This design comes from an exercise in tuning for small area, a short achievable clock period and few clock cycles per item on the open sky130 flow, not from production work.
The RTL was checked by simulation tests, not by an equivalence proof against the original design.
No activity file was given, so power comes from the tool's default toggle rates.

[flow/design.v]
`timescale 1ns / 1ps
`default_nettype none
package ardt_pkg;
	localparam int ENTRIES    = 16;
	localparam int ADDR_WIDTH = 32;
	localparam int TAG_WIDTH  = 16;
	localparam int SLOT_W     = 4;
	localparam logic [1:0] OP_REGISTER   = 2'd0;
	localparam logic [1:0] OP_UNREGISTER = 2'd1;
	localparam logic [1:0] OP_DISPATCH   = 2'd2;
	localparam logic [1:0] STAT_OK       = 2'd0;
	localparam logic [1:0] STAT_MISS     = 2'd1;
	localparam logic [1:0] STAT_ZERO_LEN = 2'd2;
	localparam logic [1:0] STAT_FULL     = 2'd3;
endpackage
`default_nettype wire
`timescale 1ns / 1ps
`default_nettype none
module ardt_ge (
	input  logic [31:0] a,
	input  logic [31:0] nb,
	output logic        ge
);
	always_comb begin
		logic [31:0] g, p;
		g = a & nb;
		p = a | nb;
		for (int w = 1; w < 32; w = w * 2) begin
			for (int i = 0; i < 32; i++) begin
				if ((i % (2 * w)) == (2 * w - 1)) begin
					g[i] = g[i] | (p[i] & g[i - w]);
					p[i] = p[i] & p[i - w];
				end
			end
		end
		ge = g[31] | p[31];
	end
endmodule
module ardt_range_cmp (
	input  logic [31:0] addr,
	input  logic [31:0] nbase,
	input  logic [31:0] nlim,
	input  logic        wrap,
	input  logic        en,
	output logic        hit
);
	logic ge_base;
	logic ge_end;
	ardt_ge u_ge_base (.a(addr), .nb(nbase), .ge(ge_base));
	ardt_ge u_ge_end  (.a(addr), .nb(nlim),  .ge(ge_end));
	assign hit = en && (wrap ? (ge_base | !ge_end) : (ge_base & !ge_end));
endmodule
module ardt_gpi (
	input  logic gh,
	input  logic ph,
	input  logic gl,
	input  logic pl,
	output logic gn,
	output logic pn
);
	assign gn = ~(gh | (ph & gl));
	assign pn = ~(ph & pl);
endmodule
module ardt_gi (
	input  logic gh,
	input  logic ph,
	input  logic gl,
	output logic gn
);
	assign gn = ~(gh | (ph & gl));
endmodule
module ardt_gpn (
	input  logic ghn,
	input  logic phn,
	input  logic gln,
	input  logic pln,
	output logic g,
	output logic p
);
	assign g = ~(ghn & (phn | gln));
	assign p = ~(phn | pln);
endmodule
module ardt_gn (
	input  logic ghn,
	input  logic phn,
	input  logic gln,
	output logic g
);
	assign g = ~(ghn & (phn | gln));
endmodule
module ardt_add_leaf (
	input  logic [31:0] a,
	input  logic [31:0] b,
	output logic [31:0] gn,
	output logic [31:0] tn
);
	assign gn = ~(a & b);
	assign tn = ~(a | b);
endmodule
module ardt_add32 (
	input  logic [31:0] a,
	input  logic [31:0] b,
	output logic [31:0] ns,
	output logic        co
);
	logic [31:0] g [6];
	logic [31:0] t [6];
	ardt_add_leaf u_leaf (.a(a), .b(b), .gn(g[0]), .tn(t[0]));
	for (genvar l = 0; l < 5; l++) begin : g_lvl
		localparam int W = 1 << l;
		for (genvar i = 0; i < 32; i++) begin : g_bit
			if (i < W) begin : g_pass
				assign g[l+1][i] = ~g[l][i];
				assign t[l+1][i] = 1'b0;
			end else if (i < 2 * W) begin : g_last
				if (l % 2 == 1) begin : g_p
					ardt_gi u_g (.gh(g[l][i]), .ph(t[l][i]), .gl(g[l][i-W]), .gn(g[l+1][i]));
				end else begin : g_n
					ardt_gn u_g (.ghn(g[l][i]), .phn(t[l][i]), .gln(g[l][i-W]), .g(g[l+1][i]));
				end
				assign t[l+1][i] = 1'b0;
			end else begin : g_node
				if (l % 2 == 1) begin : g_p
					ardt_gpi u_gp (.gh(g[l][i]), .ph(t[l][i]), .gl(g[l][i-W]), .pl(t[l][i-W]),
						.gn(g[l+1][i]), .pn(t[l+1][i]));
				end else begin : g_n
					ardt_gpn u_gp (.ghn(g[l][i]), .phn(t[l][i]), .gln(g[l][i-W]), .pln(t[l][i-W]),
						.g(g[l+1][i]), .p(t[l+1][i]));
				end
			end
		end
	end
	logic [31:0] x;
	assign x = g[0] & ~t[0];
	assign ns = ~(x ^ {g[5][30:0], 1'b0});
	assign co = g[5][31];
endmodule
`default_nettype wire
`timescale 1ns / 1ps
`default_nettype none
module ardt_slot_mem (
	input  logic             clk,
	input  logic [15:0]      wr_sel,
	input  logic [31:0]      wr_nbase,
	input  logic [31:0]      wr_nlim,
	input  logic             wr_wrap,
	input  logic [15:0]      wr_tag,
	output logic [16*32-1:0] nbase_o,
	output logic [16*32-1:0] nlim_o,
	output logic [15:0]      wrap_o,
	output logic [16*16-1:0] tag_o
);
	logic [31:0] nbase_q [16];
	logic [31:0] nlim_q  [16];
	logic        wrap_q  [16];
	logic [15:0] tag_q   [16];
	always_ff @(posedge clk) begin
		for (int i = 0; i < 16; i++) begin
			if (wr_sel[i]) begin
				nbase_q[i] <= wr_nbase;
				nlim_q[i]  <= wr_nlim;
				wrap_q[i]  <= wr_wrap;
				tag_q[i]   <= wr_tag;
			end
		end
	end
	always_comb begin
		for (int i = 0; i < 16; i++) begin
			nbase_o[i*32 +: 32] = nbase_q[i];
			nlim_o[i*32 +: 32]  = nlim_q[i];
			wrap_o[i]           = wrap_q[i];
			tag_o[i*16 +: 16]   = tag_q[i];
		end
	end
endmodule
`default_nettype wire
`timescale 1ns / 1ps
`default_nettype none
module ardt_ctrl (
	input  logic        clk,
	input  logic        arst_n,
	input  logic        accept,
	output logic        req_ready,
	input  logic        push,
	input  logic [21:0] push_data,
	output logic        rsp_valid,
	input  logic        rsp_ready,
	output logic [21:0] rsp_data
);
	logic [21:0] ent0_q, ent1_q, ent2_q;
	logic [2:0]  occ_q;      
	logic [1:0]  cnt_q;
	logic        ready_q;
	logic        pop;
	logic [1:0]  cnt_d;
	assign pop       = occ_q[0] && rsp_ready;
	assign rsp_valid = occ_q[0];
	assign rsp_data  = ent0_q;
	assign req_ready = ready_q;
	always_comb begin
		cnt_d = cnt_q;
		if (accept && !pop) cnt_d = cnt_q + 2'd1;
		else if (!accept && pop) cnt_d = cnt_q - 2'd1;
	end
	always_ff @(posedge clk or negedge arst_n) begin
		if (!arst_n) begin
			occ_q   <= '0;
			cnt_q   <= '0;
			ready_q <= 1'b0;
		end else begin
			cnt_q   <= cnt_d;
			ready_q <= (cnt_d != 2'd3);
			if (pop && !push)      occ_q <= {1'b0, occ_q[2:1]};
			else if (push && !pop) occ_q <= {occ_q[1:0], 1'b1};
		end
	end
	always_ff @(posedge clk) begin
		if (pop) begin
			ent0_q <= (push && !occ_q[1]) ? push_data : ent1_q;
			ent1_q <= (push && occ_q[1] && !occ_q[2]) ? push_data : ent2_q;
			if (push && occ_q[2]) ent2_q <= push_data;
		end else if (push) begin
			if (!occ_q[0])                ent0_q <= push_data;
			if (occ_q[0] && !occ_q[1])    ent1_q <= push_data;
			if (occ_q[1] && !occ_q[2])    ent2_q <= push_data;
		end
	end
endmodule
`default_nettype wire
`timescale 1ns / 1ps
`default_nettype none
module address_region_dispatch_table (
	input  logic        clk,
	input  logic        arst_n,
	input  logic        req_valid,
	output logic        req_ready,
	input  logic [1:0]  req_opcode,
	input  logic [31:0] req_address,
	input  logic [31:0] req_length,
	input  logic [15:0] req_handler_tag,
	input  logic [3:0]  req_ticket,
	output logic        rsp_valid,
	input  logic        rsp_ready,
	output logic [1:0]  rsp_status,
	output logic [3:0]  rsp_ticket_out,
	output logic [15:0] rsp_tag_out
);
	logic accept;
	assign accept = req_valid && req_ready;
	logic [15:0]      valid_q;
	logic [15:0]      wr_sel;
	logic [16*32-1:0] nbase_a;
	logic [16*32-1:0] nlim_a;
	logic [15:0]      wrap_a;
	logic [16*16-1:0] tag_a;
	logic [31:0]      wr_nlim;
	logic             wr_wrap;
	ardt_add32 u_add (.a(req_address), .b(req_length), .ns(wr_nlim), .co(wr_wrap));
	ardt_slot_mem u_slot_mem (
		.clk      (clk),
		.wr_sel   (wr_sel),
		.wr_nbase (~req_address),
		.wr_nlim  (wr_nlim),
		.wr_wrap  (wr_wrap),
		.wr_tag   (req_handler_tag),
		.nbase_o  (nbase_a),
		.nlim_o   (nlim_a),
		.wrap_o   (wrap_a),
		.tag_o    (tag_a)
	);
	logic        is_reg, is_unreg, is_disp, len_zero;
	logic [15:0] hit;
	logic [15:0] free_first;
	logic [15:0] tk_dec;
	logic [15:0] cand;
	logic [1:0]  st_none;
	assign is_reg   = (req_opcode == ardt_pkg::OP_REGISTER);
	assign is_unreg = (req_opcode == ardt_pkg::OP_UNREGISTER);
	assign is_disp  = (req_opcode == ardt_pkg::OP_DISPATCH);
	assign len_zero = (req_length == 32'd0);
	for (genvar i = 0; i < 16; i++) begin : g_cmp
		logic h;
		ardt_range_cmp u_cmp (
			.addr  (req_address),
			.nbase (nbase_a[i*32 +: 32]),
			.nlim  (nlim_a[i*32 +: 32]),
			.wrap  (wrap_a[i]),
			.en    (is_disp && valid_q[i]),
			.hit   (h)
		);
		assign hit[i] = h;
	end
	logic [15:0] free_next;
	logic [15:0] below;
	logic        tk_below;
	always_comb begin
		for (int i = 0; i < 16; i++) begin
			free_next[i] = !valid_q[i] && !free_first[i];
			for (int j = 0; j < i; j++) if (!valid_q[j] && !free_first[j]) free_next[i] = 1'b0;
			below[i] = 1'b1;
			for (int j = 0; j <= i; j++) if (free_first[j]) below[i] = 1'b0;
			tk_dec[i] = (req_ticket == 4'(i));
		end
	end
	assign tk_below = below[req_ticket];
	assign wr_sel   = free_first;
	assign cand = hit | ({16{is_reg && !len_zero}} & free_first)
		| ({16{is_unreg}} & tk_dec & valid_q);
	always_comb begin
		if (is_reg) st_none = len_zero ? ardt_pkg::STAT_ZERO_LEN : ardt_pkg::STAT_FULL;
		else        st_none = ardt_pkg::STAT_MISS;
	end
	always_ff @(posedge clk or negedge arst_n) begin
		if (!arst_n) begin
			valid_q    <= '0;
			free_first <= 16'd1;
		end else if (accept) begin
			if (is_reg && !len_zero) begin
				valid_q    <= valid_q | free_first;
				free_first <= free_next;
			end else if (is_unreg) begin
				valid_q <= valid_q & ~tk_dec;
				if (tk_below) free_first <= tk_dec;
			end
		end
	end
	logic        s_v;
	logic [15:0] s_cand;
	logic [1:0]  s_st;
	logic        s_unreg;
	logic [3:0]  s_tk;
	always_ff @(posedge clk or negedge arst_n) begin
		if (!arst_n) s_v <= 1'b0;
		else         s_v <= accept;
	end
	always_ff @(posedge clk) begin
		s_cand  <= cand;
		s_st    <= st_none;
		s_unreg <= is_unreg;
		s_tk    <= req_ticket;
	end
	logic [15:0] pick;
	logic [3:0]  pick_idx;
	logic [15:0] pick_tag;
	logic [21:0] res;
	always_comb begin
		pick_idx = 4'd0;
		pick_tag = 16'd0;
		for (int i = 0; i < 16; i++) begin
			pick[i] = s_cand[i];
			for (int j = 0; j < i; j++) if (s_cand[j]) pick[i] = 1'b0;
			if (pick[i]) pick_idx = pick_idx | 4'(i);
			pick_tag = pick_tag | ({16{pick[i]}} & tag_a[i*16 +: 16]);
		end
	end
	assign res[21:20] = (s_cand != 16'd0) ? ardt_pkg::STAT_OK : s_st;
	assign res[19:16] = s_unreg ? s_tk : pick_idx;
	assign res[15:0]  = pick_tag;
	logic [21:0] rsp_data;
	ardt_ctrl u_ctrl (
		.clk       (clk),
		.arst_n    (arst_n),
		.accept    (accept),
		.req_ready (req_ready),
		.push      (s_v),
		.push_data (res),
		.rsp_valid (rsp_valid),
		.rsp_ready (rsp_ready),
		.rsp_data  (rsp_data)
	);
	assign rsp_status     = rsp_data[21:20];
	assign rsp_ticket_out = rsp_data[19:16];
	assign rsp_tag_out    = rsp_data[15:0];
endmodule
`default_nettype wire
[flow/flow/run.sh]
#!/bin/bash
# Standard layout, except that after the standard synthesis the delay cells
# (clkdlybuf4s*, dlygate*, dlymetal*) are added to the don't-use list, so the
# resizer does not pick them as port or repair buffers. Synthesis itself is
# the standard one, run unchanged. Each step's full output goes to its own
# log file in this folder. Clock tree synthesis runs with the usual clusters
# of up to 20 flip-flops per clkbuf_16 but without dummy loads.
set -uo pipefail
DU_BASE="sky130_fd_sc_hd__probe_p_8 sky130_fd_sc_hd__probec_p_8 sky130_fd_sc_hd__lpflow_bleeder_1 sky130_fd_sc_hd__lpflow_clkbufkapwr_1 sky130_fd_sc_hd__lpflow_clkbufkapwr_16 sky130_fd_sc_hd__lpflow_clkbufkapwr_2 sky130_fd_sc_hd__lpflow_clkbufkapwr_4 sky130_fd_sc_hd__lpflow_clkbufkapwr_8 sky130_fd_sc_hd__lpflow_clkinvkapwr_1 sky130_fd_sc_hd__lpflow_clkinvkapwr_16 sky130_fd_sc_hd__lpflow_clkinvkapwr_2 sky130_fd_sc_hd__lpflow_clkinvkapwr_4 sky130_fd_sc_hd__lpflow_clkinvkapwr_8 sky130_fd_sc_hd__lpflow_decapkapwr_12 sky130_fd_sc_hd__lpflow_decapkapwr_3 sky130_fd_sc_hd__lpflow_decapkapwr_4 sky130_fd_sc_hd__lpflow_decapkapwr_6 sky130_fd_sc_hd__lpflow_decapkapwr_8 sky130_fd_sc_hd__lpflow_inputiso0n_1 sky130_fd_sc_hd__lpflow_inputiso0p_1 sky130_fd_sc_hd__lpflow_inputiso1n_1 sky130_fd_sc_hd__lpflow_inputiso1p_1 sky130_fd_sc_hd__lpflow_inputisolatch_1 sky130_fd_sc_hd__lpflow_isobufsrc_1 sky130_fd_sc_hd__lpflow_isobufsrc_16 sky130_fd_sc_hd__lpflow_isobufsrc_2 sky130_fd_sc_hd__lpflow_isobufsrc_4 sky130_fd_sc_hd__lpflow_isobufsrc_8 sky130_fd_sc_hd__lpflow_isobufsrckapwr_16 sky130_fd_sc_hd__lpflow_lsbuf_lh_hl_isowell_tap_1 sky130_fd_sc_hd__lpflow_lsbuf_lh_hl_isowell_tap_2 sky130_fd_sc_hd__lpflow_lsbuf_lh_hl_isowell_tap_4 sky130_fd_sc_hd__lpflow_lsbuf_lh_isowell_4 sky130_fd_sc_hd__lpflow_lsbuf_lh_isowell_tap_1 sky130_fd_sc_hd__lpflow_lsbuf_lh_isowell_tap_2 sky130_fd_sc_hd__lpflow_lsbuf_lh_isowell_tap_4 "
DU_DELAY="sky130_fd_sc_hd__clkdlybuf4s15_1 sky130_fd_sc_hd__clkdlybuf4s15_2 sky130_fd_sc_hd__clkdlybuf4s18_1 sky130_fd_sc_hd__clkdlybuf4s18_2 sky130_fd_sc_hd__clkdlybuf4s25_1 sky130_fd_sc_hd__clkdlybuf4s25_2 sky130_fd_sc_hd__clkdlybuf4s50_1 sky130_fd_sc_hd__clkdlybuf4s50_2 sky130_fd_sc_hd__dlygate4sd1_1 sky130_fd_sc_hd__dlygate4sd2_1 sky130_fd_sc_hd__dlygate4sd3_1 sky130_fd_sc_hd__dlymetal6s2s_1 sky130_fd_sc_hd__dlymetal6s4s_1 sky130_fd_sc_hd__dlymetal6s6s_1"
bash standard.sh synth > synth.log 2>&1 || { tail -50 synth.log; exit 1; }
CTS="-sink_clustering_enable -repair_clock_nets -sink_clustering_size 20 -sink_clustering_max_diameter 60 -buf_list sky130_fd_sc_hd__clkbuf_16 -dont_use_dummy_load"
bash standard.sh "DONT_USE_CELLS=$DU_BASE $DU_DELAY" "CTS_ARGS=$CTS" finish > layout.log 2>&1 || { tail -50 layout.log; exit 1; }
test -f out/final.def || { echo "no final.def"; exit 1; }
[flow/standard.sh]
#!/bin/bash
# synth_recipe.tcl (not shown) runs the flow's synth.tcl, then flattens the netlist and writes it again
# the make line also repeats each setting of config.mk as NAME=value (left out here)
make -C /OpenROAD-flow-scripts/flow DESIGN_CONFIG=/design/flow/config.mk WORK_HOME=/design/flow/orfs CLKGATE_MAP_FILE= SYNTH_SCRIPT=/design/flow/synth_recipe.tcl "${@:-finish}"
[flow/config.mk]
export PLATFORM = sky130hd
export DESIGN_NAME = address_region_dispatch_table
export DESIGN_NICKNAME = address_region_dispatch_table
export VERILOG_FILES = /design/flow/design.v
export SDC_FILE = /design/flow/constraint.sdc
export NUM_CORES = 4
export LEC_CHECK = 0
export CAP_MARGIN = 20
export CORE_MARGIN = 2
export CORE_UTILIZATION = 70
export SETUP_SLACK_MARGIN = 3.2
export SLEW_MARGIN = 20
export SYNTH_HIERARCHICAL = 1
export TNS_END_PERCENT = 100
[flow/constraint.sdc]
create_clock -name core_clock -period 6.0 [get_ports {clk}]
set_input_delay 1.2000 -clock core_clock [delete_from_list [all_inputs] [get_ports {clk}]]
set_output_delay 1.2000 -clock core_clock [all_outputs]
set_load 0.01 [all_outputs]
==> results.py, run 1 <==
metrics = {
    "clocking": {
        "clock_tree_from_tritoncts": "yes",
        "cts_sinks": 1424,
        "htreeDepth": 3,
        "cts_root_buf": "sky130_fd_sc_hd__clkbuf_16",
        "ctsLongestPathBuffers": 3,
        "post_cts_hold_buffer_count": 0,
        "cts.reportedPaths.clkPinSlew_ns": 0.08,
        "cts_inserted_buffers": 105,
        "clock_latency_on_the_worst_skew_pair_ns": 0.72,
    },
    "sta": {
        "achievable-frequency_mhz": 349.7,
        "layout_setup_ws_ns": 3.141,
        "final_period_minus_worst_setup_slack_ns": 2.859,
        "timing.final.max_slew_violations": 0,
        "worst_slew_margin_rel": 0.1974,
        "grt_setup_unrepaired": "yes",
        "hold_viol_final": 0,
        "worst_hold_slack_ns": 0.5231,
        "setup_tns_ns": 0,
        "final.period_utilization": 0.4766,
        "fin_skew_ns": 0.06724,
        "max_slew.worst_pin.slew_ns": 1.204,
        "setup_viol": 0,
    },
    "yosys": {
        "postSynth.topFlopCell": "sky130_fd_sc_hd__edfxtp_1",
        "synth_common_cells": "1,362 x sky130_fd_sc_hd__edfxtp_1, 296 x sky130_fd_sc_hd__nor2_1, 265 x sky130_fd_sc_hd__a21oi_1, 239 x sky130_fd_sc_hd__a31oi_1, 219 x sky130_fd_sc_hd__a22oi_1",
        "synthesis.instances": 4747,
        "synth_area_leader_cell": "sky130_fd_sc_hd__edfxtp_1",
        "number_of_flip_flops_and_latches_in_the_synthesized_netlist": 1424,
        "yosys.cell_count.top_type": "sky130_fd_sc_hd__edfxtp_1",
        "mapped_cell_area_um2": 65510,
        "syn-num-nets": 4838,
        "synth_area_leaders": "sky130_fd_sc_hd__edfxtp_1 62%, sky130_fd_sc_hd__a22oi_1 2.5%, sky130_fd_sc_hd__a31oi_1 2.3%, sky130_fd_sc_hd__o22a_1 2.2%, sky130_fd_sc_hd__a21oi_1 2.0%",
        "synth_top_area_share": 0.6243,
        "syn_avg_cell_area_um2": 13.80,
        "ys_warn_count": 19,
        "synth-edff-count": 1362,
        "synth-seq-area-share": 0.6463,
        "postSynth.asyncResetShare": 0.02739,
        "synth.distinct_cells": 80,
    },
    "cells_and_area": {
        "drive_gt1_frac": 0.2012,
        "filler_cell_count": 5202,
        "finish.instance_area_um2": 74610,
        "layout.area.seq_um2": 42410,
        "nNetsFinal": 5231,
        "multiInputGateArea_um2": 23950,
        "areaGrowthSynthToFinish_pct": 13.89,
    },
    "power_and_ir_drop": {
        "vdd.ir_drop.worst_v": 0.0003388,
        "share_clk_of_total_power": 0.232,
        "leakagePower_nw": 23.66,
        "fin_total_pwr_mw": 26.89,
        "pwr-share-comb": 0.238,
        "power-per-cell-area_nw_per_um2": 360.4,
        "net_switching_component_of_the_power_mw": 8.555,
        "power.share.sequential": 0.530,
        "netSwitchingFraction": 0.3181,
        "internal_power_summed_over_all_cells_mw": 18.34,
    },
    "routing": {
        "finalWirelength_um": 218100,
        "drtPass1Iterations": 8,
        "first_iter_violations": 8066,
        "vias_per_cell": 7.854,
        "vias": 50220,
        "post-route-drc-count": 0,
        "wl_per_cell_um": 34.11,
        "ant_nets": 0,
    },
    "floorplan": {
        "initial_utilization": 0.7040,
        "fp-row-count": 112,
        "fp.dieH_um": 309.9,
        "core_area_um2": 93050,
        "die_w_um": 309.9,
        "dieArea_um2": 96050,
        "floorplan.io_pins": 114,
    },
    "global_route": {
        "grt_antenna_before_repair": 9,
        "global_route.usage.total": 0.4203,
        "grt_first_pass_wirelength_um": 292100,
        "grt.overflow.total": 0,
        "grt_start_max_net_pins": 114,
        "first_global_vias": 44620,
    },
    "place": {
        "place.port_buffers": 113,
        "postPlaceCellArea_um2": 68250,
        "globalplace.congestion": 0.9998,
        "dp.final_hpwl_um": 128200,
        "preCtsSetupSlack_ns": 1.608,
    },
    "setup_path": {
        "endpoint_kind": "flip-flop",
        "crit_family": "simple AND/OR/NAND/NOR gates",
        "crit_path_max_incr_delay_ns": 0.50,
        "timing.setup.critical_path_class": "in2reg",
        "worstPathRequired_ns": 6.65,
        "worstPathMaxFanout": 14,
        "startpoint_types": "primary input",
        "worstPathCellList": "buf_4 -> buf_2 -> o22ai_1 -> nor4_4 -> o211ai_1 -> nand3_2 -> o21bai_1 -> a21boi_1 -> a31oi_1 -> nand2_1",
        "slowest_stage": "sky130_fd_sc_hd__nor4_4",
        "critPathArrivalTime_ns": 3.51,
        "critPathBufInv": 2,
    },
    "hold_path": {
        "worstHoldPathType": "reg2reg",
    },
    "run": {
        "maxCapViolCount": 0,
    },
    "outcome": {
        "outcome": "no timing/DRC/antenna violations",
    },
}
[power groups by stage]
stage	clock, mW	combinational (mW)	sequential [mW]
6_report	6.25	6.40	14.2
3_3_place_gp	0	4.99	14.6
4_1_cts	6.22	5.85	14.2
5_1_grt	6.54	6.65	14.4
2_1_floorplan	0	2.92	14.4
3_5_place_dp	0	5.10	14.7
[worst paths after layout]
path | from | end | slack (ns) | depth (start not counted)
min | u_ctrl.cnt_q[1]$_DFF_PN0_ | u_ctrl.cnt_q[1]$_DFF_PN0_ | 0.52 | 1
min reg2reg | u_ctrl.cnt_q[1]$_DFF_PN0_ | u_ctrl.cnt_q[1]$_DFF_PN0_ | 0.52 | 1
max | req_address[24] | s_cand[5]$_DFF_P_ | 3.14 | 10
max reg2reg | s_cand[1]$_DFF_P_ | u_ctrl.ent0_q[11]$_DFFE_PP_ | 3.25 | 7
max in group asynchronous | arst_n | valid_q[14]$_DFFE_PN0P_ | 4.20 | 2
min in group asynchronous | arst_n | s_v$_DFF_PN0_ | 0.53 | 1
[cell usage in the layout, fill, tap and decap left out, types with 134 or more instances in the layout]
| cell | n |
|---|---|
| sky130_fd_sc_hd__a211oi_1 | 142 |
| sky130_fd_sc_hd__a21oi_1 | 263 |
| sky130_fd_sc_hd__a22oi_1 | 219 |
| sky130_fd_sc_hd__a31oi_1 | 239 |
| sky130_fd_sc_hd__clkbuf_16 | 143 |
| sky130_fd_sc_hd__edfxtp_1 | 1362 |
| sky130_fd_sc_hd__nand2_1 | 185 |
| sky130_fd_sc_hd__nor2_1 | 281 |
| sky130_fd_sc_hd__o211ai_1 | 134 |
| sky130_fd_sc_hd__o22a_1 | 161 |
[state kept, by name, indices dropped and copies added, names as in the netlist, 2 cells and up]
register            flops
u_ctrl.ent2_q          22
s_st                    2
u_slot_mem.nlim_q     512
u_ctrl.ent0_q          22
u_ctrl.ent1_q          22
u_ctrl.cnt_q            2
u_slot_mem.tag_q      256
s_tk                    4
u_slot_mem.nbase_q    512
free_first             16
u_slot_mem.wrap_q      16
u_ctrl.occ_q            3
valid_q                16
s_cand                 16
[area by class of cell]
class	count	area share
tap	1254	0.02103
inverter	50	0.002516
antenna	2	0.00006708
timing repair buffer	358	0.05180
clock buffer	105	0.03522
sequential	1424	0.5684
multi-input combinational	3201	0.3210
[through the flow]
stage / util / instances
5_1_grt: 0.8018 / 6392
4_1_cts: 0.7816 / 6322
3_5_place_dp: 0.7335 / 6149
2_1_floorplan: - / 4747
3_3_place_gp: 0.7333 / 6149
6_report: 0.8018 / 6394
[modules after synthesis (local to each module, per instance), excerpt]
| module | area [um^2] | times used | flip-flops and latches |
|---|---|---|---|
| address_region_dispatch_table | 4900 | 1 | 56 |
| ardt_add32 | 794.5 | 1 | 0 |
| ardt_add_leaf | 240.2 | 1 | 0 |
| ardt_gpn | 12.51 | 54 | 0 |
| ardt_gpi | 12.51 | 44 | 0 |
| ardt_gi | 8.758 | 10 | 0 |
[worst reg2reg max path, cell delays in order, from the launching register on]
cell,delay (ns)
sky130_fd_sc_hd__dfxtp_1,0.44
sky130_fd_sc_hd__buf_8,0.27
sky130_fd_sc_hd__nor2_1,0.10
sky130_fd_sc_hd__and2_2,0.36
sky130_fd_sc_hd__a221o_1,0.46
sky130_fd_sc_hd__a221oi_1,0.26
sky130_fd_sc_hd__nand2_1,0.25
sky130_fd_sc_hd__mux2_2,0.34
[what timing repair did]
item,CTS,global route
endpoints found under the setup margin,583,420
pin swaps,40,63
resized for setup,248,205
cloned,3,31
buffers inserted,65,38
[layer usage]
layer / GRT usage / wire, um / share of wire / vias to the layer above
li1: - / - / - / 20800
met1: 0.5830 / 76240 / 0.35 / 24380
met2: 0.6225 / 95370 / 0.44 / 4311
met3: 0.1190 / 33160 / 0.15 / 723
met4: 0.1947 / 13250 / 0.061 / 12
met5: 0 / 89 / 0.00041 / -
[logic make-up (layout without fill, tap and decap cells)]
group,after synthesis,after routing,share of synthesized area
AO/OA/AOI/OAI,2194,2194,0.2469
XOR/XNOR,34,34,0.005462
adder cells (fa/ha/maj),33,33,0.005692
buffers and inverters,122,513,0.008595
flip-flops,1424,1424,0.6463
multiplexers,60,60,0.01146
other,0,2,0
AND/OR/NAND/NOR,880,880,0.07562
Testbench counts, summed over its fixed seeds: cycles 16,016, items 16,000.
==> run 2: changes to the inputs <==
==> flow/flow/run.sh (replaced) <==
#!/bin/bash
# Standard layout, except that after the standard synthesis the delay cells
# (clkdlybuf4s*, dlygate*, dlymetal*) are added to the don't-use list, so the
# resizer does not pick them as port or repair buffers. Synthesis itself is
# the standard one, run unchanged. Each step's full output goes to its own
# log file in this folder. Clock tree synthesis runs with the usual clusters
# of up to 24 flip-flops per clkbuf_16 but without dummy loads.
set -uo pipefail
DU_BASE="sky130_fd_sc_hd__probe_p_8 sky130_fd_sc_hd__probec_p_8 sky130_fd_sc_hd__lpflow_bleeder_1 sky130_fd_sc_hd__lpflow_clkbufkapwr_1 sky130_fd_sc_hd__lpflow_clkbufkapwr_16 sky130_fd_sc_hd__lpflow_clkbufkapwr_2 sky130_fd_sc_hd__lpflow_clkbufkapwr_4 sky130_fd_sc_hd__lpflow_clkbufkapwr_8 sky130_fd_sc_hd__lpflow_clkinvkapwr_1 sky130_fd_sc_hd__lpflow_clkinvkapwr_16 sky130_fd_sc_hd__lpflow_clkinvkapwr_2 sky130_fd_sc_hd__lpflow_clkinvkapwr_4 sky130_fd_sc_hd__lpflow_clkinvkapwr_8 sky130_fd_sc_hd__lpflow_decapkapwr_12 sky130_fd_sc_hd__lpflow_decapkapwr_3 sky130_fd_sc_hd__lpflow_decapkapwr_4 sky130_fd_sc_hd__lpflow_decapkapwr_6 sky130_fd_sc_hd__lpflow_decapkapwr_8 sky130_fd_sc_hd__lpflow_inputiso0n_1 sky130_fd_sc_hd__lpflow_inputiso0p_1 sky130_fd_sc_hd__lpflow_inputiso1n_1 sky130_fd_sc_hd__lpflow_inputiso1p_1 sky130_fd_sc_hd__lpflow_inputisolatch_1 sky130_fd_sc_hd__lpflow_isobufsrc_1 sky130_fd_sc_hd__lpflow_isobufsrc_16 sky130_fd_sc_hd__lpflow_isobufsrc_2 sky130_fd_sc_hd__lpflow_isobufsrc_4 sky130_fd_sc_hd__lpflow_isobufsrc_8 sky130_fd_sc_hd__lpflow_isobufsrckapwr_16 sky130_fd_sc_hd__lpflow_lsbuf_lh_hl_isowell_tap_1 sky130_fd_sc_hd__lpflow_lsbuf_lh_hl_isowell_tap_2 sky130_fd_sc_hd__lpflow_lsbuf_lh_hl_isowell_tap_4 sky130_fd_sc_hd__lpflow_lsbuf_lh_isowell_4 sky130_fd_sc_hd__lpflow_lsbuf_lh_isowell_tap_1 sky130_fd_sc_hd__lpflow_lsbuf_lh_isowell_tap_2 sky130_fd_sc_hd__lpflow_lsbuf_lh_isowell_tap_4 "
DU_DELAY="sky130_fd_sc_hd__clkdlybuf4s15_1 sky130_fd_sc_hd__clkdlybuf4s15_2 sky130_fd_sc_hd__clkdlybuf4s18_1 sky130_fd_sc_hd__clkdlybuf4s18_2 sky130_fd_sc_hd__clkdlybuf4s25_1 sky130_fd_sc_hd__clkdlybuf4s25_2 sky130_fd_sc_hd__clkdlybuf4s50_1 sky130_fd_sc_hd__clkdlybuf4s50_2 sky130_fd_sc_hd__dlygate4sd1_1 sky130_fd_sc_hd__dlygate4sd2_1 sky130_fd_sc_hd__dlygate4sd3_1 sky130_fd_sc_hd__dlymetal6s2s_1 sky130_fd_sc_hd__dlymetal6s4s_1 sky130_fd_sc_hd__dlymetal6s6s_1"
bash standard.sh synth > synth.log 2>&1 || { tail -50 synth.log; exit 1; }
CTS="-sink_clustering_enable -repair_clock_nets -sink_clustering_size 24 -sink_clustering_max_diameter 60 -buf_list sky130_fd_sc_hd__clkbuf_16 -dont_use_dummy_load"
bash standard.sh "DONT_USE_CELLS=$DU_BASE $DU_DELAY" "CTS_ARGS=$CTS" finish > layout.log 2>&1 || { tail -50 layout.log; exit 1; }
test -f out/final.def || { echo "no final.def"; exit 1; }
--- a/flow/config.mk
+++ b/flow/config.mk
@@ -8,7 +8,8 @@
 export CAP_MARGIN = 20
 export CORE_MARGIN = 2
 export CORE_UTILIZATION = 70
+export PLACE_DENSITY = 0.75
 export SETUP_SLACK_MARGIN = 3.2
 export SLEW_MARGIN = 20
 export SYNTH_HIERARCHICAL = 1
-export TNS_END_PERCENT = 100
+export TNS_END_PERCENT = 30
==> run 2 against run 1 <==
Core utilization fell by 0.96 points. Critical path depth is 2 higher. Wire length down 6.9%. Count of clock-buffer cells in the layout is 4 higher. Clock power is 2% higher. Global-route usage shrank 1.9 points. Cell count decreased by 0.69%. Flip-flop and latch count did not move. Critical path type unchanged. Largest cell class unchanged.
==> results.py, run 2 <==
metrics = {
    "routing": {
        "vias_per_cell": 7.664,
        "wl_per_cell_um": 31.98,
        "vias": 48670,
        "drtPass1Iterations": 6,
        "finalWirelength_um": 203100,
        "post-route-drc-count": 0,
        "ant_nets": 0,
        "first_iter_violations": 8470,
    },
    "floorplan": {
        "fp-row-count": 112,
        "initial_utilization": 0.7040,
        "core_area_um2": 93050,
        "die_w_um": 309.9,
        "fp.dieH_um": 309.9,
        "floorplan.io_pins": 114,
        "dieArea_um2": 96050,
    },
    "setup_path": {
        "critPathArrivalTime_ns": 3.61,
        "startpoint_types": "primary input",
        "worstPathMaxFanout": 61,
        "worstPathRequired_ns": 6.65,
        "worstRegToRegCells": 7,
        "timing.setup.critical_path_class": "in2reg",
        "endpoint_kind": "flip-flop",
    },
    "yosys": {
        "mapped_cell_area_um2": 65510,
        "synthesis.instances": 4747,
        "synth_top_area_share": 0.6243,
        "syn_avg_cell_area_um2": 13.80,
        "synth-edff-count": 1362,
        "postSynth.asyncResetShare": 0.02739,
        "synth_area_leader_cell": "sky130_fd_sc_hd__edfxtp_1",
        "syn-num-nets": 4838,
        "synth_area_leaders": "sky130_fd_sc_hd__edfxtp_1 62%, sky130_fd_sc_hd__a22oi_1 2.5%, sky130_fd_sc_hd__a31oi_1 2.3%, sky130_fd_sc_hd__o22a_1 2.2%, sky130_fd_sc_hd__a21oi_1 2.0%",
        "postSynth.topFlopCell": "sky130_fd_sc_hd__edfxtp_1",
        "synth-seq-area-share": 0.6463,
        "number_of_flip_flops_and_latches_in_the_synthesized_netlist": 1424,
        "synth_common_cells": "1,362 x sky130_fd_sc_hd__edfxtp_1, 296 x sky130_fd_sc_hd__nor2_1, 265 x sky130_fd_sc_hd__a21oi_1, 239 x sky130_fd_sc_hd__a31oi_1, 219 x sky130_fd_sc_hd__a22oi_1",
        "synth.distinct_cells": 80,
        "yosys.cell_count.top_type": "sky130_fd_sc_hd__edfxtp_1",
        "ys_warn_count": 19,
    },
    "power_and_ir_drop": {
        "pwr-share-comb": 0.226,
        "power-per-cell-area_nw_per_um2": 363.4,
        "vdd.ir_drop.worst_v": 0.0003881,
        "share_clk_of_total_power": 0.238,
        "netSwitchingFraction": 0.3147,
        "leakagePower_nw": 23.26,
        "fin_total_pwr_mw": 26.79,
        "power.share.sequential": 0.536,
        "net_switching_component_of_the_power_mw": 8.430,
        "internal_power_summed_over_all_cells_mw": 18.36,
    },
    "global_route": {
        "grt_start_max_net_pins": 130,
        "grt.overflow.total": 0,
        "first_global_vias": 44290,
        "global_route.usage.total": 0.4012,
        "grt_first_pass_wirelength_um": 279900,
        "grt_antenna_before_repair": 6,
    },
    "sta": {
        "fin_skew_ns": 0.06175,
        "final_period_minus_worst_setup_slack_ns": 2.958,
        "final.period_utilization": 0.4930,
        "setup_viol": 0,
        "worst_hold_slack_ns": 0.5077,
        "setup_tns_ns": 0,
        "achievable-frequency_mhz": 338.0,
        "worst_slew_margin_rel": 0.1878,
        "grt_setup_unrepaired": "yes",
        "max_slew.worst_pin.slew_ns": 1.218,
        "hold_viol_final": 0,
        "timing.final.max_slew_violations": 0,
    },
    "clocking": {
        "cts_root_buf": "sky130_fd_sc_hd__clkbuf_16",
        "post_cts_hold_buffer_count": 0,
        "clock_latency_on_the_worst_skew_pair_ns": 0.72,
        "ctsLongestPathBuffers": 3,
        "cts_inserted_buffers": 109,
        "cts.reportedPaths.clkPinSlew_ns": 0.07,
        "clock_tree_from_tritoncts": "yes",
        "htreeDepth": 3,
        "cts_sinks": 1424,
    },
    "cells_and_area": {
        "nNetsFinal": 5186,
        "largest_registers": "u_slot_mem.nbase_q (512), u_slot_mem.nlim_q (512), u_slot_mem.tag_q (256)",
        "drive_gt1_frac": 0.1940,
        "leading_cell_type_in_the_layout_fill_and_taps_excluded": "sky130_fd_sc_hd__edfxtp_1",
        "final_cell_mix": "1,362 x sky130_fd_sc_hd__edfxtp_1, 281 x sky130_fd_sc_hd__nor2_1, 264 x sky130_fd_sc_hd__a21oi_1",
        "final_cell_count_no_fill": 6350,
        "areaGrowthSynthToFinish_pct": 12.52,
        "finalCoreUtilization": 0.7922,
    },
    "place": {
        "globalplace.congestion": 0.9718,
        "place.port_buffers": 113,
        "dp.final_hpwl_um": 125000,
        "placed_instance_count": 6149,
    },
    "hold_path": {
        "worstHoldPathType": "in2async",
    },
    "run": {
        "maxCapViolCount": 0,
    },
    "outcome": {
        "outcome": "no timing/DRC/antenna violations",
    },
}
-- run 2: per-module statistics from Yosys, one instance, submodules excluded, excerpt --
| module | cells inside | times used | flops+latches |
|---|---|---|---|
| ardt_gi | 1 | 10 | 0 |
| ardt_ge | 69 | 32 | 0 |
| ardt_slot_mem | 1312 | 1 | 1296 |
| ardt_gn | 1 | 21 | 0 |
| ardt_add_leaf | 64 | 1 | 0 |
| ardt_gpi | 2 | 44 | 0 |
| ardt_range_cmp | 3 | 16 | 0 |
| ardt_gpn | 2 | 54 | 0 |
-- run 2: power groups by stage --
stage          Combinational, mW  Sequential, mW  Clock, mW
2_1_floorplan               2.91            14.4          0
3_3_place_gp                4.85            14.6          0
3_5_place_dp                4.99            14.7          0
4_1_cts                     5.59            14.3       6.35
5_1_grt                     6.33            14.5       6.66
6_report                    6.07            14.4       6.36
-- run 2: through the flow --
stage	setup WS (ns)	cell area (um^2)
after global routing	3.048	73710
after global placement	1.550	68070
after CTS	2.864	71740
after detailed placement	1.567	68090
after floorplan	3.022	65660
final	3.042	73710
-- run 2: final cells by class --
| type | instances | area [um^2] |
|---|---|---|
| Sequential cell | 1424 | 42410 |
| Multi-Input combinational cell | 3201 | 23810 |
| Fill cell | 5300 | 19340 |
| Timing Repair Buffer | 309 | 3004 |
| Clock buffer | 109 | 2728 |
| Tap cell | 1254 | 1569 |
| Inverter | 50 | 187.7 |
| Antenna cell | 3 | 7.507 |
-- run 2: layer usage --
metal	global-route usage	up-vias	share of wire
met5	0	-	0.000064
met4	0.2039	2	0.052
met3	0.08071	559	0.13
met2	0.6225	3563	0.46
met1	0.5458	23860	0.36
li1	-	20680	-
-- run 2: final timing paths --
kind | end | slack [ns] | start
max in group asynchronous | valid_q[0]$_DFFE_PN0P_ | 4.17 | arst_n
max | s_cand[15]$_DFF_P_ | 3.04 | req_address[31]
min reg2reg | u_ctrl.cnt_q[1]$_DFF_PN0_ | 0.54 | u_ctrl.cnt_q[1]$_DFF_PN0_
min in group core_clock | u_ctrl.cnt_q[1]$_DFF_PN0_ | 0.54 | u_ctrl.cnt_q[1]$_DFF_PN0_
min | u_ctrl.occ_q[2]$_DFFE_PN0P_ | 0.51 | arst_n
max reg2reg | u_ctrl.ent0_q[16]$_DFFE_PP_ | 3.11 | s_cand[9]$_DFF_P_
-- run 2: repair_timing --
action                                 CTS  global route
endpoints found under the hold margin    0             0
gates resized for setup                144           278
cloned                                   0            17
setup endpoints to repair              593           445
pin swaps                               15            75
buffers inserted                        34            37
-- run 2: cells by family after synthesis --
logic type,Yosys count,synth area share
DFF,1424,0.6463
buffers and inverters,122,0.008595
AOI/OAI and AO/OA,2194,0.2469
adders and majority gates,33,0.005692
muxes,60,0.01146
and+or+nand+nor,880,0.07562
xor gates and xnor gates,34,0.005462
-- run 2: worst max-delay path: stages --
cell and delay [ns]:
sky130_fd_sc_hd__buf_12 0.14, sky130_fd_sc_hd__clkbuf_4 0.32, sky130_fd_sc_hd__o22a_1 0.21, sky130_fd_sc_hd__o21ai_1 0.24
sky130_fd_sc_hd__nor4_4 0.06, sky130_fd_sc_hd__buf_6 0.15, sky130_fd_sc_hd__a311oi_2 0.25, sky130_fd_sc_hd__nand3_1 0.28
sky130_fd_sc_hd__o21bai_1 0.25, sky130_fd_sc_hd__a21boi_1 0.17, sky130_fd_sc_hd__a31oi_1 0.06, sky130_fd_sc_hd__nand2_1 0.08
==> run 3: changes to the inputs <==
--- a/flow/design.v
+++ b/flow/design.v
@@ -187,20 +187,20 @@
 	input  logic        rsp_ready,
 	output logic [21:0] rsp_data
 );
-	logic [21:0] ent0_q, ent1_q, ent2_q;
-	logic [2:0]  occ_q;      
-	logic [1:0]  cnt_q;
+	logic [21:0] ent_q [4];
+	logic [3:0]  occ_q;      
+	logic [2:0]  cnt_q;
 	logic        ready_q;
 	logic        pop;
-	logic [1:0]  cnt_d;
+	logic [2:0]  cnt_d;
 	assign pop       = occ_q[0] && rsp_ready;
 	assign rsp_valid = occ_q[0];
-	assign rsp_data  = ent0_q;
+	assign rsp_data  = ent_q[0];
 	assign req_ready = ready_q;
 	always_comb begin
 		cnt_d = cnt_q;
-		if (accept && !pop) cnt_d = cnt_q + 2'd1;
-		else if (!accept && pop) cnt_d = cnt_q - 2'd1;
+		if (accept && !pop) cnt_d = cnt_q + 3'd1;
+		else if (!accept && pop) cnt_d = cnt_q - 3'd1;
 	end
 	always_ff @(posedge clk or negedge arst_n) begin
 		if (!arst_n) begin
@@ -209,20 +209,22 @@
 			ready_q <= 1'b0;
 		end else begin
 			cnt_q   <= cnt_d;
-			ready_q <= (cnt_d != 2'd3);
-			if (pop && !push)      occ_q <= {1'b0, occ_q[2:1]};
-			else if (push && !pop) occ_q <= {occ_q[1:0], 1'b1};
+			ready_q <= (cnt_d != 3'd4);
+			if (pop && !push)      occ_q <= {1'b0, occ_q[3:1]};
+			else if (push && !pop) occ_q <= {occ_q[2:0], 1'b1};
 		end
 	end
 	always_ff @(posedge clk) begin
 		if (pop) begin
-			ent0_q <= (push && !occ_q[1]) ? push_data : ent1_q;
-			ent1_q <= (push && occ_q[1] && !occ_q[2]) ? push_data : ent2_q;
-			if (push && occ_q[2]) ent2_q <= push_data;
+			ent_q[0] <= (push && !occ_q[1]) ? push_data : ent_q[1];
+			ent_q[1] <= (push && occ_q[1] && !occ_q[2]) ? push_data : ent_q[2];
+			ent_q[2] <= (push && occ_q[2] && !occ_q[3]) ? push_data : ent_q[3];
+			if (push && occ_q[3]) ent_q[3] <= push_data;
 		end else if (push) begin
-			if (!occ_q[0])                ent0_q <= push_data;
-			if (occ_q[0] && !occ_q[1])    ent1_q <= push_data;
-			if (occ_q[1] && !occ_q[2])    ent2_q <= push_data;
+			if (!occ_q[0])             ent_q[0] <= push_data;
+			if (occ_q[0] && !occ_q[1]) ent_q[1] <= push_data;
+			if (occ_q[1] && !occ_q[2]) ent_q[2] <= push_data;
+			if (occ_q[2] && !occ_q[3]) ent_q[3] <= push_data;
 		end
 	end
 endmodule
@@ -247,6 +249,23 @@
 );
 	logic accept;
 	assign accept = req_valid && req_ready;
+	logic        r_v;
+	logic [1:0]  r_opcode;
+	logic [31:0] r_address;
+	logic [31:0] r_length;
+	logic [15:0] r_tag;
+	logic [3:0]  r_ticket;
+	always_ff @(posedge clk or negedge arst_n) begin
+		if (!arst_n) r_v <= 1'b0;
+		else         r_v <= accept;
+	end
+	always_ff @(posedge clk) begin
+		r_opcode  <= req_opcode;
+		r_address <= req_address;
+		r_length  <= req_length;
+		r_tag     <= req_handler_tag;
+		r_ticket  <= req_ticket;
+	end
 	logic [15:0]      valid_q;
 	logic [15:0]      wr_sel;
 	logic [16*32-1:0] nbase_a;
@@ -255,14 +274,14 @@
 	logic [16*16-1:0] tag_a;
 	logic [31:0]      wr_nlim;
 	logic             wr_wrap;
-	ardt_add32 u_add (.a(req_address), .b(req_length), .ns(wr_nlim), .co(wr_wrap));
+	ardt_add32 u_add (.a(r_address), .b(r_length), .ns(wr_nlim), .co(wr_wrap));
 	ardt_slot_mem u_slot_mem (
 		.clk      (clk),
 		.wr_sel   (wr_sel),
-		.wr_nbase (~req_address),
+		.wr_nbase (~r_address),
 		.wr_nlim  (wr_nlim),
 		.wr_wrap  (wr_wrap),
-		.wr_tag   (req_handler_tag),
+		.wr_tag   (r_tag),
 		.nbase_o  (nbase_a),
 		.nlim_o   (nlim_a),
 		.wrap_o   (wrap_a),
@@ -274,14 +293,14 @@
 	logic [15:0] tk_dec;
 	logic [15:0] cand;
 	logic [1:0]  st_none;
-	assign is_reg   = (req_opcode == ardt_pkg::OP_REGISTER);
-	assign is_unreg = (req_opcode == ardt_pkg::OP_UNREGISTER);
-	assign is_disp  = (req_opcode == ardt_pkg::OP_DISPATCH);
-	assign len_zero = (req_length == 32'd0);
+	assign is_reg   = (r_opcode == ardt_pkg::OP_REGISTER);
+	assign is_unreg = (r_opcode == ardt_pkg::OP_UNREGISTER);
+	assign is_disp  = (r_opcode == ardt_pkg::OP_DISPATCH);
+	assign len_zero = (r_length == 32'd0);
 	for (genvar i = 0; i < 16; i++) begin : g_cmp
 		logic h;
 		ardt_range_cmp u_cmp (
-			.addr  (req_address),
+			.addr  (r_address),
 			.nbase (nbase_a[i*32 +: 32]),
 			.nlim  (nlim_a[i*32 +: 32]),
 			.wrap  (wrap_a[i]),
@@ -299,10 +318,10 @@
 			for (int j = 0; j < i; j++) if (!valid_q[j] && !free_first[j]) free_next[i] = 1'b0;
 			below[i] = 1'b1;
 			for (int j = 0; j <= i; j++) if (free_first[j]) below[i] = 1'b0;
-			tk_dec[i] = (req_ticket == 4'(i));
+			tk_dec[i] = (r_ticket == 4'(i));
 		end
 	end
-	assign tk_below = below[req_ticket];
+	assign tk_below = below[r_ticket];
 	assign wr_sel   = free_first;
 	assign cand = hit | ({16{is_reg && !len_zero}} & free_first)
 		| ({16{is_unreg}} & tk_dec & valid_q);
@@ -314,7 +333,7 @@
 		if (!arst_n) begin
 			valid_q    <= '0;
 			free_first <= 16'd1;
-		end else if (accept) begin
+		end else if (r_v) begin
 			if (is_reg && !len_zero) begin
 				valid_q    <= valid_q | free_first;
 				free_first <= free_next;
@@ -331,13 +350,13 @@
 	logic [3:0]  s_tk;
 	always_ff @(posedge clk or negedge arst_n) begin
 		if (!arst_n) s_v <= 1'b0;
-		else         s_v <= accept;
+		else         s_v <= r_v;
 	end
 	always_ff @(posedge clk) begin
 		s_cand  <= cand;
 		s_st    <= st_none;
 		s_unreg <= is_unreg;
-		s_tk    <= req_ticket;
+		s_tk    <= r_ticket;
 	end
 	logic [15:0] pick;
 	logic [3:0]  pick_idx;
==> flow/flow/run.sh (replaced) <==
#!/bin/bash
# Standard layout, except that after the standard synthesis the delay cells
# (clkdlybuf4s*, dlygate*, dlymetal*) are added to the don't-use list, so the
# resizer does not pick them as port or repair buffers. Synthesis itself is
# the standard one, run unchanged. Each step's full output goes to its own
# log file in this folder. Clock tree synthesis runs with the usual clusters
# of up to 20 flip-flops per clkbuf_16 but without dummy loads.
set -uo pipefail
DU_BASE="sky130_fd_sc_hd__probe_p_8 sky130_fd_sc_hd__probec_p_8 sky130_fd_sc_hd__lpflow_bleeder_1 sky130_fd_sc_hd__lpflow_clkbufkapwr_1 sky130_fd_sc_hd__lpflow_clkbufkapwr_16 sky130_fd_sc_hd__lpflow_clkbufkapwr_2 sky130_fd_sc_hd__lpflow_clkbufkapwr_4 sky130_fd_sc_hd__lpflow_clkbufkapwr_8 sky130_fd_sc_hd__lpflow_clkinvkapwr_1 sky130_fd_sc_hd__lpflow_clkinvkapwr_16 sky130_fd_sc_hd__lpflow_clkinvkapwr_2 sky130_fd_sc_hd__lpflow_clkinvkapwr_4 sky130_fd_sc_hd__lpflow_clkinvkapwr_8 sky130_fd_sc_hd__lpflow_decapkapwr_12 sky130_fd_sc_hd__lpflow_decapkapwr_3 sky130_fd_sc_hd__lpflow_decapkapwr_4 sky130_fd_sc_hd__lpflow_decapkapwr_6 sky130_fd_sc_hd__lpflow_decapkapwr_8 sky130_fd_sc_hd__lpflow_inputiso0n_1 sky130_fd_sc_hd__lpflow_inputiso0p_1 sky130_fd_sc_hd__lpflow_inputiso1n_1 sky130_fd_sc_hd__lpflow_inputiso1p_1 sky130_fd_sc_hd__lpflow_inputisolatch_1 sky130_fd_sc_hd__lpflow_isobufsrc_1 sky130_fd_sc_hd__lpflow_isobufsrc_16 sky130_fd_sc_hd__lpflow_isobufsrc_2 sky130_fd_sc_hd__lpflow_isobufsrc_4 sky130_fd_sc_hd__lpflow_isobufsrc_8 sky130_fd_sc_hd__lpflow_isobufsrckapwr_16 sky130_fd_sc_hd__lpflow_lsbuf_lh_hl_isowell_tap_1 sky130_fd_sc_hd__lpflow_lsbuf_lh_hl_isowell_tap_2 sky130_fd_sc_hd__lpflow_lsbuf_lh_hl_isowell_tap_4 sky130_fd_sc_hd__lpflow_lsbuf_lh_isowell_4 sky130_fd_sc_hd__lpflow_lsbuf_lh_isowell_tap_1 sky130_fd_sc_hd__lpflow_lsbuf_lh_isowell_tap_2 sky130_fd_sc_hd__lpflow_lsbuf_lh_isowell_tap_4 "
DU_DELAY="sky130_fd_sc_hd__clkdlybuf4s15_1 sky130_fd_sc_hd__clkdlybuf4s15_2 sky130_fd_sc_hd__clkdlybuf4s18_1 sky130_fd_sc_hd__clkdlybuf4s18_2 sky130_fd_sc_hd__clkdlybuf4s25_1 sky130_fd_sc_hd__clkdlybuf4s25_2 sky130_fd_sc_hd__clkdlybuf4s50_1 sky130_fd_sc_hd__clkdlybuf4s50_2 sky130_fd_sc_hd__dlygate4sd1_1 sky130_fd_sc_hd__dlygate4sd2_1 sky130_fd_sc_hd__dlygate4sd3_1 sky130_fd_sc_hd__dlymetal6s2s_1 sky130_fd_sc_hd__dlymetal6s4s_1 sky130_fd_sc_hd__dlymetal6s6s_1"
bash standard.sh synth > synth.log 2>&1 || { tail -50 synth.log; exit 1; }
CTS="-sink_clustering_enable -repair_clock_nets -sink_clustering_size 20 -sink_clustering_max_diameter 60 -buf_list sky130_fd_sc_hd__clkbuf_16 -dont_use_dummy_load"
bash standard.sh "DONT_USE_CELLS=$DU_BASE $DU_DELAY" "CTS_ARGS=$CTS" finish > layout.log 2>&1 || { tail -50 layout.log; exit 1; }
test -f out/final.def || { echo "no final.def"; exit 1; }
--- a/flow/config.mk
+++ b/flow/config.mk
@@ -8,8 +8,7 @@
 export CAP_MARGIN = 20
 export CORE_MARGIN = 2
 export CORE_UTILIZATION = 70
-export PLACE_DENSITY = 0.75
-export SETUP_SLACK_MARGIN = 3.2
+export SETUP_SLACK_MARGIN = 3.4
 export SLEW_MARGIN = 20
 export SYNTH_HIERARCHICAL = 1
 export TNS_END_PERCENT = 30
==> run 3 against run 2 <==
Highest routed layer unchanged. Wire length increased by 9.7%. Area after synthesis increased by 4.5%. Register-to-register slack improved by 0.07 ns. Synthesized cell count increased by 2.6%. Clock skew increased by 0.010 ns. Count of clock-buffer cells in the layout increased by 7. Setup slack improved by 0.14 ns.
==> results.py, run 3 <==
metrics = {
    "setup_path": {
        "crit_path_max_incr_delay_ns": 0.50,
        "worstPathRequired_ns": 6.61,
        "timing.setup.critical_path_class": "reg2reg",
        "cpMostUsedCell": "sky130_fd_sc_hd__o21bai_1",
        "endpoint_kind": "flip-flop",
        "worstPathCellList": "clkbuf_4 -> o22a_1 -> o21ai_2 -> o21bai_1 -> a311oi_4 -> nand3_2 -> o21bai_1 -> a21boi_1 -> a31oi_1 -> nand2_1",
        "critPathBufInv": 1,
        "critPathArrivalTime_ns": 3.43,
        "slowest_stage": "sky130_fd_sc_hd__a311oi_4",
        "worstPathMaxFanout": 12,
        "startpoint_types": "flip-flop",
        "crit_family": "compound AO/OA/AOI/OAI gates",
    },
    "yosys": {
        "postSynth.topFlopCell": "sky130_fd_sc_hd__edfxtp_1",
        "synthesis.instances": 4871,
        "synth_common_cells": "1,384 x sky130_fd_sc_hd__edfxtp_1, 287 x sky130_fd_sc_hd__nor2_1, 267 x sky130_fd_sc_hd__a21oi_1, 258 x sky130_fd_sc_hd__a31oi_1, 186 x sky130_fd_sc_hd__a22oi_1",
        "synth_area_leader_cell": "sky130_fd_sc_hd__edfxtp_1",
        "postSynth.asyncResetShare": 0.02736,
        "synth-seq-area-share": 0.6543,
        "mapped_cell_area_um2": 68460,
        "number_of_flip_flops_and_latches_in_the_synthesized_netlist": 1535,
        "syn-num-nets": 4965,
        "ys_warn_count": 20,
        "yosys.cell_count.top_type": "sky130_fd_sc_hd__edfxtp_1",
        "synth.distinct_cells": 89,
        "synth-edff-count": 1384,
        "synth_area_leaders": "sky130_fd_sc_hd__edfxtp_1 61%, sky130_fd_sc_hd__dfxtp_1 3.2%, sky130_fd_sc_hd__a31oi_1 2.4%, sky130_fd_sc_hd__o22a_1 2.1%, sky130_fd_sc_hd__a22oi_1 2.0%",
        "syn_avg_cell_area_um2": 14.05,
        "synth_top_area_share": 0.6071,
    },
    "clocking": {
        "post_cts_hold_buffer_count": 0,
        "cts_root_buf": "sky130_fd_sc_hd__clkbuf_16",
        "clock_tree_from_tritoncts": "yes",
        "cts_sinks": 1535,
        "cts_inserted_buffers": 116,
        "cts.reportedPaths.clkPinSlew_ns": 0.08,
        "ctsLongestPathBuffers": 3,
        "clock_latency_on_the_worst_skew_pair_ns": 0.74,
        "htreeDepth": 3,
    },
    "routing": {
        "vias_per_cell": 7.667,
        "first_iter_violations": 8910,
        "ant_nets": 0,
        "vias": 50940,
        "wl_per_cell_um": 33.52,
        "post-route-drc-count": 0,
        "drtPass1Iterations": 8,
        "finalWirelength_um": 222700,
    },
    "floorplan": {
        "initial_utilization": 0.7068,
        "fp-row-count": 114,
        "die_w_um": 316.7,
        "core_area_um2": 96850,
        "dieArea_um2": 100300,
        "fp.dieH_um": 316.7,
        "floorplan.io_pins": 114,
    },
    "global_route": {
        "grt.met2_usage": 0.6240,
        "grt_first_pass_wirelength_um": 300400,
        "met3_usage": 0.1095,
        "grt_start_max_net_pins": 69,
        "grt_antenna_before_repair": 8,
        "global_route.usage.total": 0.4162,
        "grt.overflow.total": 0,
        "first_global_vias": 46170,
        "grt_util_met1": 0.5581,
        "busiest_layer": "met2",
    },
    "cells_and_area": {
        "nNetsFinal": 5460,
        "finalCoreUtilization": 0.7930,
        "leading_cell_type_in_the_layout_fill_and_taps_excluded": "sky130_fd_sc_hd__edfxtp_1",
        "largest_registers": "u_slot_mem.nbase_q (512), u_slot_mem.nlim_q (512), u_slot_mem.tag_q (256)",
        "areaGrowthSynthToFinish_pct": 12.19,
        "final_cell_mix": "1,384 x sky130_fd_sc_hd__edfxtp_1, 274 x sky130_fd_sc_hd__nor2_1, 264 x sky130_fd_sc_hd__a21oi_1",
        "filler_cell_count": 5440,
        "multiInputGateArea_um2": 23940,
        "layout.area.seq_um2": 45000,
        "drive_gt1_frac": 0.1993,
    },
    "place": {
        "dp.final_hpwl_um": 123300,
        "preCtsSetupSlack_ns": 2.261,
        "globalplace.congestion": 0.9629,
        "place.port_buffers": 113,
    },
    "sta": {
        "fin_skew_ns": 0.07210,
        "max_slew.worst_pin.slew_ns": 1.263,
        "worst_hold_slack_ns": 0.4724,
        "final.period_utilization": 0.4701,
        "grt_setup_unrepaired": "yes",
        "hold_viol_final": 0,
        "layout_setup_ws_ns": 3.180,
        "setup_viol": 0,
        "worst_slew_margin_rel": 0.1577,
        "final_period_minus_worst_setup_slack_ns": 2.820,
        "achievable-frequency_mhz": 354.6,
        "setup_tns_ns": 0,
        "timing.final.max_slew_violations": 0,
    },
    "hold_path": {
        "worstHoldPathType": "reg2reg",
    },
    "outcome": {
        "outcome": "no timing/DRC/antenna violations",
    },
    "power_and_ir_drop": {
        "vdd.ir_drop.worst_v": 0.0003138,
        "leakagePower_nw": 24.71,
        "power-per-cell-area_nw_per_um2": 361.2,
        "fin_total_pwr_mw": 27.74,
    },
    "run": {
        "maxCapViolCount": 0,
    },
}
==> run 3: cell count changes after synthesis, moves of 13 or more <==
| cell | before | now |
|---|---|---|
| sky130_fd_sc_hd__a22o_1 | 87 | 69 |
| sky130_fd_sc_hd__a22oi_1 | 219 | 186 |
| sky130_fd_sc_hd__mux2_2 | 40 | 27 |
| sky130_fd_sc_hd__nor3_1 | 41 | 60 |
| sky130_fd_sc_hd__a222oi_1 | 1 | 30 |
| sky130_fd_sc_hd__nand2_1 | 188 | 174 |
| sky130_fd_sc_hd__a31oi_1 | 239 | 258 |
| sky130_fd_sc_hd__edfxtp_1 | 1362 | 1384 |
| sky130_fd_sc_hd__mux2_4 | 20 | 60 |
| sky130_fd_sc_hd__dfxtp_1 | 23 | 109 |
==> run 3: area by class of cell <==
cell class / count / share of cell area
diodes: 4 / 0.0001303
clock buffers: 116 / 0.03779
inverters: 55 / 0.002721
multi-input cells: 3210 / 0.3117
flip-flops and latches: 1535 / 0.5859
well taps: 1276 / 0.02079
repair buffers: 448 / 0.04104
==> run 3: report_power, final <==
part | internal [mW] | leakage (nW) | switching, mW
clock network | 3.38 | 1.43 | 3.42
logic | 2.16 | 9.20 | 4.06
registers | 13.7 | 14.1 | 0.971
total | 19.3 | 24.7 | 8.45
==> run 3: repair_timing <==
| action | CTS | global route |
|---|---|---|
| cloned | 2 | 5 |
| pin swaps | 18 | 68 |
| resized for setup | 223 | 175 |
| setup buffers | 97 | 128 |
| endpoints found under the setup margin | 655 | 476 |
==> run 3: kinds of logic (layout without fill, tap and decap cells) <==
kind of cell	Yosys count	in the layout	share of synthesized area
muxes	100	100	0.01952
DFF	1535	1535	0.6543
and+or+nand+nor	891	892	0.07393
xor gates and xnor gates	34	34	0.005227
other	0	4	0
AOI/OAI and AO/OA	2147	2147	0.2314
buffers and inverters	127	619	0.009431
adders and majority gates	37	37	0.006141
==> run 3: routing by layer <==
metal | vias up | part of all wire
li1 | 21400 | -
met1 | 24680 | 0.34
met2 | 4143 | 0.44
met3 | 712 | 0.15
met4 | 6 | 0.073
met5 | - | 0.00019
==> run 3: per-module statistics from Yosys, one instance, submodules excluded <==
module | cells | copies in the design | area [um^2] | flops+latches
address_region_dispatch_table | 723 | 1 | 6555 | 143
ardt_add32 | 71 | 1 | 794.5 | 0
ardt_add_leaf | 64 | 1 | 240.2 | 0
ardt_ctrl | 218 | 1 | 4257 | 96
ardt_ge | 69 | 32 | 495.5 | 0
ardt_gi | 1 | 10 | 8.758 | 0
ardt_gn | 1 | 21 | 5.005 | 0
ardt_gpi | 2 | 44 | 12.51 | 0
ardt_gpn | 2 | 54 | 12.51 | 0
ardt_range_cmp | 3 | 16 | 18.77 | 0
ardt_slot_mem | 1312 | 1 | 39040 | 1296
==> run 3: per-stage QoR <==
stage / area [um^2] / std cells
global placement: 70760 / 6286
finish: 76800 / 6644
CTS: 75150 / 6506
detailed placement: 70840 / 6291
global route: 76800 / 6641
floorplan: 68640 / 4871
==> run 3: worst paths after layout <==
path / startpoint / end / slack (ns) / depth (start not counted)
hold / removal: u_ctrl.cnt_q[2]$_DFF_PN0_ / u_ctrl.cnt_q[2]$_DFF_PN0_ / 0.47 / 1
hold reg to reg: u_ctrl.cnt_q[2]$_DFF_PN0_ / u_ctrl.cnt_q[2]$_DFF_PN0_ / 0.47 / 1
setup / recovery: r_address[18]$_DFF_P_ / s_cand[7]$_DFF_P_ / 3.18 / 10
min in group asynchronous: arst_n / u_ctrl.occ_q[3]$_DFFE_PN0P_ / 0.55 / 1
max in group asynchronous: arst_n / free_first[8]$_DFFE_PN0P_ / 4.52 / 2
setup reg to reg: r_address[18]$_DFF_P_ / s_cand[7]$_DFF_P_ / 3.18 / 10
Testbench counts of run 3, summed over its fixed seeds: cycles 16,024, items 16,000.

[afterwards: timing with drivers on the ports]
The results above use ideal ports. As a check the final layouts listed here were re-extracted and re-timed, cells and wires unchanged.
Step 1: set_driving_cell puts a clkbuf_16 on clk and a buf_2 on each other input, an assumption about the parent block.
Step 2 moves the port delays by t, midway between the first and last clock arrival at a register: inputs arrive t later, outputs are due t later. That takes back most of the time a late clock gives input paths.
Slacks: no drivers / after step 1 / after step 2; pairs: no drivers / after step 1.
| run | t (ns) | slack for setup (ns) | slew at the worst register clock pin (ns) | worst data-port slew with drivers (ns) | pins driven straight from the clock port |
|---|---|---|---|---|---|
| run 1 | 0.764 | 3.141 / 3.013 / 2.248 | 0.08 / 0.08 | 0.28 | 1 |
| run 2 | 0.780 | 3.042 / 3.076 / 2.296 | 0.09 / 0.09 | 0.12 | 1 |
| run 3 | 0.780 | 3.180 / 3.180 / 2.538 | 0.08 / 0.08 | 0.09 | 1 |
After both steps every run listed still meets setup and hold. The setup slack of run 1, which loses most, moves by -0.128 ns with the drivers and by -0.893 ns with both steps.
